This is an optimization exercise on Yosys and OpenROAD, whose aim is small area, a short achievable clock period and few clock cycles per item, not a production implementation.
At most, simulation tests tie the RTL to the original design; equivalence was not proved.
Power figures rest on the tool's default switching activity, not on a simulated workload.

## csr_index_generator
module csr_index_generator
(
    input  logic     ap_clk,
    input  logic     areset_generator,
    input  logic     config_valid,
    input  csr_index_pkg::index_t   config_index_start,
    input  csr_index_pkg::index_t   config_index_end,
    input  csr_index_pkg::index_t   config_stride,
    input  csr_index_pkg::address_t config_base_address,
    input  csr_index_pkg::shift_t   config_shift_amount,
    input  logic     config_shift_left,
    input  logic     request_ready,
    output logic     idle,
    output logic     done,
    output logic     request_valid,
    output csr_index_pkg::index_t   request_index,
    output csr_index_pkg::address_t request_address
);
For scale: ~1500 cells after synthesis, about 300 flip-flops, roughly 210 I/O pins, about 18000 um2 of cells after synthesis.
==> flow/config.mk <==
export PLATFORM = sky130hd
export DESIGN_NAME = csr_index_generator
export DESIGN_NICKNAME = csr_index_generator
export VERILOG_FILES = /design/flow/design.v
export SDC_FILE = /design/flow/constraint.sdc
export NUM_CORES = 4
export LEC_CHECK = 0
export CAP_MARGIN = 20
export CORE_MARGIN = 2
export CORE_UTILIZATION = 65
export SETUP_SLACK_MARGIN = 4.0
export SLEW_MARGIN = 20
==> flow/constraint.sdc <==
create_clock -name core_clock -period 7.0 [get_ports {ap_clk}]
set_input_delay 1.4000 -clock core_clock [delete_from_list [all_inputs] [get_ports {ap_clk}]]
set_output_delay 1.4000 -clock core_clock [all_outputs]
set_load 0.01 [all_outputs]
standard.sh (not shown) runs the stock make flow with config.mk's settings and CLKGATE_MAP_FILE= SYNTH_SCRIPT=/design/flow/synth_recipe.tcl, a recipe that flattens the netlist after the stock synthesis.
==> flow/flow/run.sh <==
#!/bin/bash
# Standard layout, with plain buffers (instead of delay cells) on the ports
set -euo pipefail
bash standard.sh "BUFFER_PORTS_ARGS=-buffer_cell sky130_fd_sc_hd__buf_2" finish > standard.log 2>&1
Change:
- CORE_UTILIZATION: 65 -> 40
Maximum frequency rose slightly.
Critical path depth went up by 4.
Worst hold slack stays flat.
Global-route usage drops by 9.6 points.
Sequential cell count stays the same.
Core utilization fell by 28 points.
Change:
- SETUP_SLACK_MARGIN: 4.0 -> 4.3
- The changed run produced a clean layout
- hold slack degrades by 0.011 ns
- design area climbs by 9.2%
- maximum frequency rises by 0.39%
Change:
- SETUP_SLACK_MARGIN: 4.3 -> 3.6
After rerunning: Setup slack degrades by 0.27 ns. Power went down by about 14%. Maximum frequency went down by 8.2%. Count of clock-buffer cells in the layout is unchanged.
No run of this note included a check of the RTL's function; only the layout flow was run.

* * *

Another version of the RTL of csr_index_generator (not shown whole).
Size: about 1400 cells after synthesis, about 210 I/O pins, about 17000 um^2 of cells after synthesis.
Settings: LEC_CHECK=0, ABC_CLOCK_PERIOD_IN_PS=3000, CAP_MARGIN=20, CORE_MARGIN=2, CORE_UTILIZATION=65, CTS_BUF_LIST=sky130_fd_sc_hd__clkbuf_8, SETUP_SLACK_MARGIN=4.0, SLEW_MARGIN=20; clock period 7.0 ns.
Scripts as last shown in full above: flow/flow/run.sh
The first run completed with no timing, DRC or antenna violations.
Testbench counts at the start, summed over its fixed seeds: cycles 27,423, items 23,020.
Next try:
- ABC_CLOCK_PERIOD_IN_PS: 3000 -> default
- CTS_BUF_LIST: sky130_fd_sc_hd__clkbuf_8 -> sky130_fd_sc_hd__clkbuf_4
- The new run finished with timing, DRC and antenna clean
- worst setup slack is worse by 46 ps
- worst hold slack is worse by 11 ps
- final area grows by 0.72%
- synthesized area is unchanged
- non-clock buffer count shrinks by 1
- count of clock-buffer cells in the layout grows by 60
- sequential share of layout area shrinks by 0.34 points
- first-iteration DRC count grows by 12%
- clock skew grows by 12 ps
- power grows by 3.1%

* * *

indigo:
The RTL this note starts from:
==> flow/design.v <==
package csr_index_pkg;
    parameter int INDEX_WIDTH   = 32;
    parameter int ADDRESS_WIDTH = 32;
    parameter int SHIFT_WIDTH   = 5;
    typedef logic [INDEX_WIDTH-1:0]   index_t;
    typedef logic [ADDRESS_WIDTH-1:0] address_t;
    typedef logic [SHIFT_WIDTH-1:0]   shift_t;
endpackage
`timescale 1ns/1ns
module csr_index_sequencer
(
    input  logic   ap_clk,
    input  logic   areset_generator,
    input  logic   config_valid,
    input  csr_index_pkg::index_t   config_index_start,
    input  csr_index_pkg::index_t   config_index_end,
    input  csr_index_pkg::index_t   config_stride,
    input  csr_index_pkg::address_t config_base_address,
    input  csr_index_pkg::shift_t   config_shift_amount,
    input  logic   config_shift_left,
    input  logic   stage_ready,
    output logic   idle,
    output logic   done,
    output logic   gen_valid,
    output csr_index_pkg::index_t   gen_index,
    output csr_index_pkg::address_t base_address,
    output csr_index_pkg::shift_t   rotate_amount,
    output logic   shift_left
);
    logic                  valid;
    logic                  done_reg;
    csr_index_pkg::index_t count;
    csr_index_pkg::index_t end_reg;
    csr_index_pkg::index_t stride_reg;
    logic                  accept;
    logic                  advance;
    logic                  start_more;
    logic                  step_more;
    assign accept  = config_valid && !valid;
    assign advance = valid && stage_ready;
    csr_index_pkg::index_t unused_start_total;
    logic                  start_borrow;
    csr_prefix_adder #(.WIDTH(csr_index_pkg::INDEX_WIDTH)) i_start_compare (
        .a         (config_index_start),
        .b         (~config_index_end),
        .carry_in  (1'b1),
        .sum       (unused_start_total),
        .carry_out (start_borrow)
    );
    assign start_more = !start_borrow;
    logic [csr_index_pkg::INDEX_WIDTH:0]   csa_a, csa_b, csa_c, csa_sum, csa_carry;
    logic [csr_index_pkg::INDEX_WIDTH:0]   unused_csa_total;
    logic                                  step_borrow;
    always_comb begin
        csa_a     = {1'b0, count};
        csa_b     = {1'b0, stride_reg};
        csa_c     = ~{1'b0, end_reg};
        csa_sum   = csa_a ^ csa_b ^ csa_c;
        csa_carry = (csa_a & csa_b) | (csa_a & csa_c) | (csa_b & csa_c);
    end
    csr_prefix_adder #(.WIDTH(csr_index_pkg::INDEX_WIDTH+1)) i_step_compare (
        .a         (csa_sum),
        .b         ({csa_carry[csr_index_pkg::INDEX_WIDTH-1:0], 1'b0}),
        .carry_in  (1'b1),
        .sum       (unused_csa_total),
        .carry_out (step_borrow)
    );
    assign step_more = !step_borrow;
    csr_index_pkg::index_t step_index;
    logic                  unused_carry;
    csr_prefix_adder #(.WIDTH(csr_index_pkg::INDEX_WIDTH)) i_count_adder (
        .a         (count),
        .b         (stride_reg),
        .carry_in  (1'b0),
        .sum       (step_index),
        .carry_out (unused_carry)
    );
    always_ff @(posedge ap_clk) begin
        if (areset_generator) begin
            valid    <= 1'b0;
            done_reg <= 1'b0;
        end else begin
            done_reg <= (accept && !start_more) || (advance && !step_more);
            if (accept) begin
                valid <= start_more;
            end else if (advance) begin
                valid <= step_more;
            end
        end
    end
    always_ff @(posedge ap_clk) begin
        if (accept) begin
            count <= config_index_start;
        end else if (advance) begin
            count <= step_index;
        end
    end
    always_ff @(posedge ap_clk) begin
        if (accept) begin
            end_reg      <= config_index_end;
            stride_reg   <= config_stride;
            base_address <= config_base_address;
            rotate_amount <= config_shift_left ? config_shift_amount
                                                : -config_shift_amount;
            shift_left   <= config_shift_left;
        end
    end
    assign idle      = !valid;
    assign done      = done_reg;
    assign gen_valid = valid;
    assign gen_index = count;
endmodule
`timescale 1ns/1ns
module csr_address_map
(
    input  logic     ap_clk,
    input  logic     stage_enable,
    input  csr_index_pkg::address_t base_address,
    input  csr_index_pkg::shift_t   rotate_amount,
    input  logic     shift_left,
    input  csr_index_pkg::index_t   gen_index,
    output csr_index_pkg::index_t   map_index,
    output csr_index_pkg::address_t map_address
);
    csr_index_pkg::address_t offset;
    csr_index_pkg::address_t offset_reg;
    csr_index_pkg::address_t base_reg;
    csr_index_pkg::address_t rotated;
    csr_index_pkg::address_t keep;
    always_comb begin
        rotated = gen_index;
        for (int k = 0; k < csr_index_pkg::SHIFT_WIDTH; k++) begin
            if (rotate_amount[k]) begin
                rotated = (rotated << (1 << k)) |
                          (rotated >> (csr_index_pkg::ADDRESS_WIDTH - (1 << k)));
            end
        end
        for (int i = 0; i < csr_index_pkg::ADDRESS_WIDTH; i++) begin
            if (shift_left) begin
                keep[i] = i >= rotate_amount;
            end else begin
                keep[i] = (rotate_amount == '0) || (i < rotate_amount);
            end
        end
        offset = rotated & keep;
    end
    always_ff @(posedge ap_clk) begin
        if (stage_enable) begin
            map_index  <= gen_index;
            offset_reg <= offset;
            base_reg   <= base_address;
        end
    end
    logic unused_carry;
    csr_prefix_adder #(.WIDTH(csr_index_pkg::ADDRESS_WIDTH)) i_address_adder (
        .a         (base_reg),
        .b         (offset_reg),
        .carry_in  (1'b0),
        .sum       (map_address),
        .carry_out (unused_carry)
    );
endmodule
module csr_prefix_adder
#(
    parameter int WIDTH = 32
) (
    input  logic [WIDTH-1:0] a,
    input  logic [WIDTH-1:0] b,
    input  logic             carry_in,
    output logic [WIDTH-1:0] sum,
    output logic             carry_out
);
    localparam int LEVELS = $clog2(WIDTH);
    logic [WIDTH-1:0] p;
    logic [WIDTH-1:0] g [LEVELS+1];
    logic [WIDTH-1:0] t [LEVELS+1];
    logic [WIDTH:0]   carry;
    always_comb begin
        p    = a ^ b;
        g[0] = a & b;
        t[0] = p;
        g[0][0] = (a[0] & b[0]) | (p[0] & carry_in);
        for (int l = 0; l < LEVELS; l++) begin
            for (int i = 0; i < WIDTH; i++) begin
                if (((i >> l) & 1) == 1) begin
                    g[l+1][i] = g[l][i] | (t[l][i] & g[l][((i >> l) << l) - 1]);
                    t[l+1][i] = t[l][i] & t[l][((i >> l) << l) - 1];
                end else begin
                    g[l+1][i] = g[l][i];
                    t[l+1][i] = t[l][i];
                end
            end
        end
        carry[0] = carry_in;
        for (int i = 0; i < WIDTH; i++) begin
            carry[i+1] = g[LEVELS][i];
        end
        sum       = p ^ carry[WIDTH-1:0];
        carry_out = carry[WIDTH];
    end
endmodule
`timescale 1ns/1ns
module request_fifo
(
    input  logic     ap_clk,
    input  logic     stage_enable,
    input  csr_index_pkg::index_t   push_index,
    input  csr_index_pkg::address_t push_address,
    output csr_index_pkg::index_t   request_index,
    output csr_index_pkg::address_t request_address
);
    always_ff @(posedge ap_clk) begin
        if (stage_enable) begin
            request_index   <= push_index;
            request_address <= push_address;
        end
    end
endmodule
`timescale 1ns/1ns
module csr_index_generator
(
    input  logic     ap_clk,
    input  logic     areset_generator,
    input  logic     config_valid,
    input  csr_index_pkg::index_t   config_index_start,
    input  csr_index_pkg::index_t   config_index_end,
    input  csr_index_pkg::index_t   config_stride,
    input  csr_index_pkg::address_t config_base_address,
    input  csr_index_pkg::shift_t   config_shift_amount,
    input  logic     config_shift_left,
    input  logic     request_ready,
    output logic     idle,
    output logic     done,
    output logic     request_valid,
    output csr_index_pkg::index_t   request_index,
    output csr_index_pkg::address_t request_address
);
    logic                    stage1_ready;
    logic                    stage2_ready;
    logic                    gen_valid;
    csr_index_pkg::index_t   gen_index;
    csr_index_pkg::address_t base_address;
    csr_index_pkg::shift_t   rotate_amount;
    logic                    shift_left;
    logic                    map_valid;
    csr_index_pkg::index_t   map_index;
    csr_index_pkg::address_t map_address;
    assign stage2_ready = !request_valid || request_ready;
    assign stage1_ready = !map_valid || stage2_ready;
    csr_index_sequencer i_csr_index_sequencer (
        .ap_clk              (ap_clk),
        .areset_generator    (areset_generator),
        .config_valid        (config_valid),
        .config_index_start  (config_index_start),
        .config_index_end    (config_index_end),
        .config_stride       (config_stride),
        .config_base_address (config_base_address),
        .config_shift_amount (config_shift_amount),
        .config_shift_left   (config_shift_left),
        .stage_ready         (stage1_ready),
        .idle                (idle),
        .done                (done),
        .gen_valid           (gen_valid),
        .gen_index           (gen_index),
        .base_address        (base_address),
        .rotate_amount       (rotate_amount),
        .shift_left          (shift_left)
    );
    always_ff @(posedge ap_clk) begin
        if (areset_generator) begin
            map_valid     <= 1'b0;
            request_valid <= 1'b0;
        end else begin
            if (stage1_ready) begin
                map_valid     <= gen_valid;
            end
            if (stage2_ready) begin
                request_valid <= map_valid;
            end
        end
    end
    csr_address_map i_csr_address_map (
        .ap_clk       (ap_clk),
        .stage_enable (stage1_ready),
        .base_address (base_address),
        .rotate_amount (rotate_amount),
        .shift_left   (shift_left),
        .gen_index    (gen_index),
        .map_index    (map_index),
        .map_address  (map_address)
    );
    request_fifo i_request_fifo (
        .ap_clk          (ap_clk),
        .stage_enable    (stage2_ready),
        .push_index      (map_index),
        .push_address    (map_address),
        .request_index   (request_index),
        .request_address (request_address)
    );
endmodule
Settings: LEC_CHECK=0, CAP_MARGIN=20, CORE_MARGIN=2, CORE_UTILIZATION=65, CTS_BUF_LIST=sky130_fd_sc_hd__clkbuf_8, SETUP_SLACK_MARGIN=3.8, SLEW_MARGIN=20; clock period 7.0 ns.
Scripts as last shown in full above: flow/flow/run.sh
indigo | status: complete | timing, DRC, antenna: pass
Testbench counts of indigo, summed over its fixed seeds: cycles 27,423, items 23,020.
What garnet does differently from indigo at the input level:
Settings: a change of SETUP_SLACK_MARGIN from 3.8 to 4.0.
Notes after the runs:
garnet -> indigo: core utilization flat
garnet: all stages complete, timing, DRC and antenna checks passed
Compared to indigo, garnet has routed metal-1 wire length 0.84% higher.
Compared with indigo, garnet shows non-clock buffer count that has gone up by a few percent.
What nickel does differently from garnet at the input level:
Settings: CTS_CLUSTER_DIAMETER: unset -> 60; CTS_CLUSTER_SIZE: unset -> 20.
Results
nickel vs garnet: leakage power figure down by a few percent
| clock transition at the register clock pins on the worst setup and hold paths after CTS | higher: nickel |
Taking garnet as the reference point, the non-clock buffer count of nickel falls by 1.
nickel vs. garnet: floorplan die area neither gained nor lost much; hold slack neither gained nor lost much; maximum frequency lost 1.1%.
Clock-buffer cell count shrinks by more than half when moving from garnet to nickel.
Re sequential share of layout area: garnet was lower than nickel.
In nickel, setup slack is lower than in garnet.
Here is what was changed in the inputs of harbor compared with nickel.
Settings: CTS_BUF_LIST removed (was sky130_fd_sc_hd__clkbuf_8); CTS_CLUSTER_DIAMETER removed (was 60); CTS_CLUSTER_SIZE removed (was 20).
==> flow/flow/run.sh <==
#!/bin/bash
# Standard layout, with plain buffers (instead of delay cells) on the ports
set -euo pipefail
bash standard.sh "BUFFER_PORTS_ARGS=-buffer_cell sky130_fd_sc_hd__buf_1" finish > standard.log 2>&1
Power after layout: harbor > nickel
Lower highest ir drop seen on vdd was reported by nickel, not harbor.
Final cell count: lower on nickel
Diff harbor and nickel: synthesis-to-layout area growth lower in nickel
Status: global-route track usage on met2 parity (harbor, nickel)
Summary of harbor over nickel: share of the cycle needed by the critical path after routing now sits lower, count of boundary I/O pins now sits at about the same level, total buffers and inverters traversed by the critical path now sits higher, cell area power density now sits higher.

## re-timing with driven ports
No port has a modelled driver above. Below, the same layouts with a new extraction and two added sets of constraints. Step 1 (the two cells are an assumption about what drives the block):
set clk [get_ports {ap_clk}]
set_driving_cell -lib_cell sky130_fd_sc_hd__clkbuf_16 $clk
set_driving_cell -lib_cell sky130_fd_sc_hd__buf_2 [delete_from_list [all_inputs] $clk]
Step 2 also shifts input and output timing later by t, the mid clock arrival at the registers, as if the neighbouring blocks saw the same clock. Slacks: ideal / step 1 / step 2; pairs: ideal / step 1.
run | t, ns | setup slack, ns | pins driven straight from the clock port
the first run of note 1 | 0.558 | 3.937 / 3.937 / 3.520 | 1
the second run of note 1 | 0.597 | 3.970 / 3.970 / 3.584 | 1
the third run of note 1 | 0.593 | 3.982 / 3.982 / 3.589 | 1
the fourth run of note 1 | 0.593 | 3.712 / 3.712 / 3.335 | 1
the first run of note 2 | 0.612 | 4.110 / 4.110 / 3.583 | 1
the second run of note 2 | 0.722 | 4.063 / 4.063 / 3.556 | 1
indigo | 0.602 | 3.954 / 3.954 / 3.465 | 1
garnet | 0.612 | 4.110 / 4.110 / 3.583 | 1
nickel | 0.619 | 4.077 / 4.077 / 3.591 | 1
harbor | 0.594 | 4.090 / 4.090 / 3.579 | 1
After both steps setup and hold are still met in every run listed.
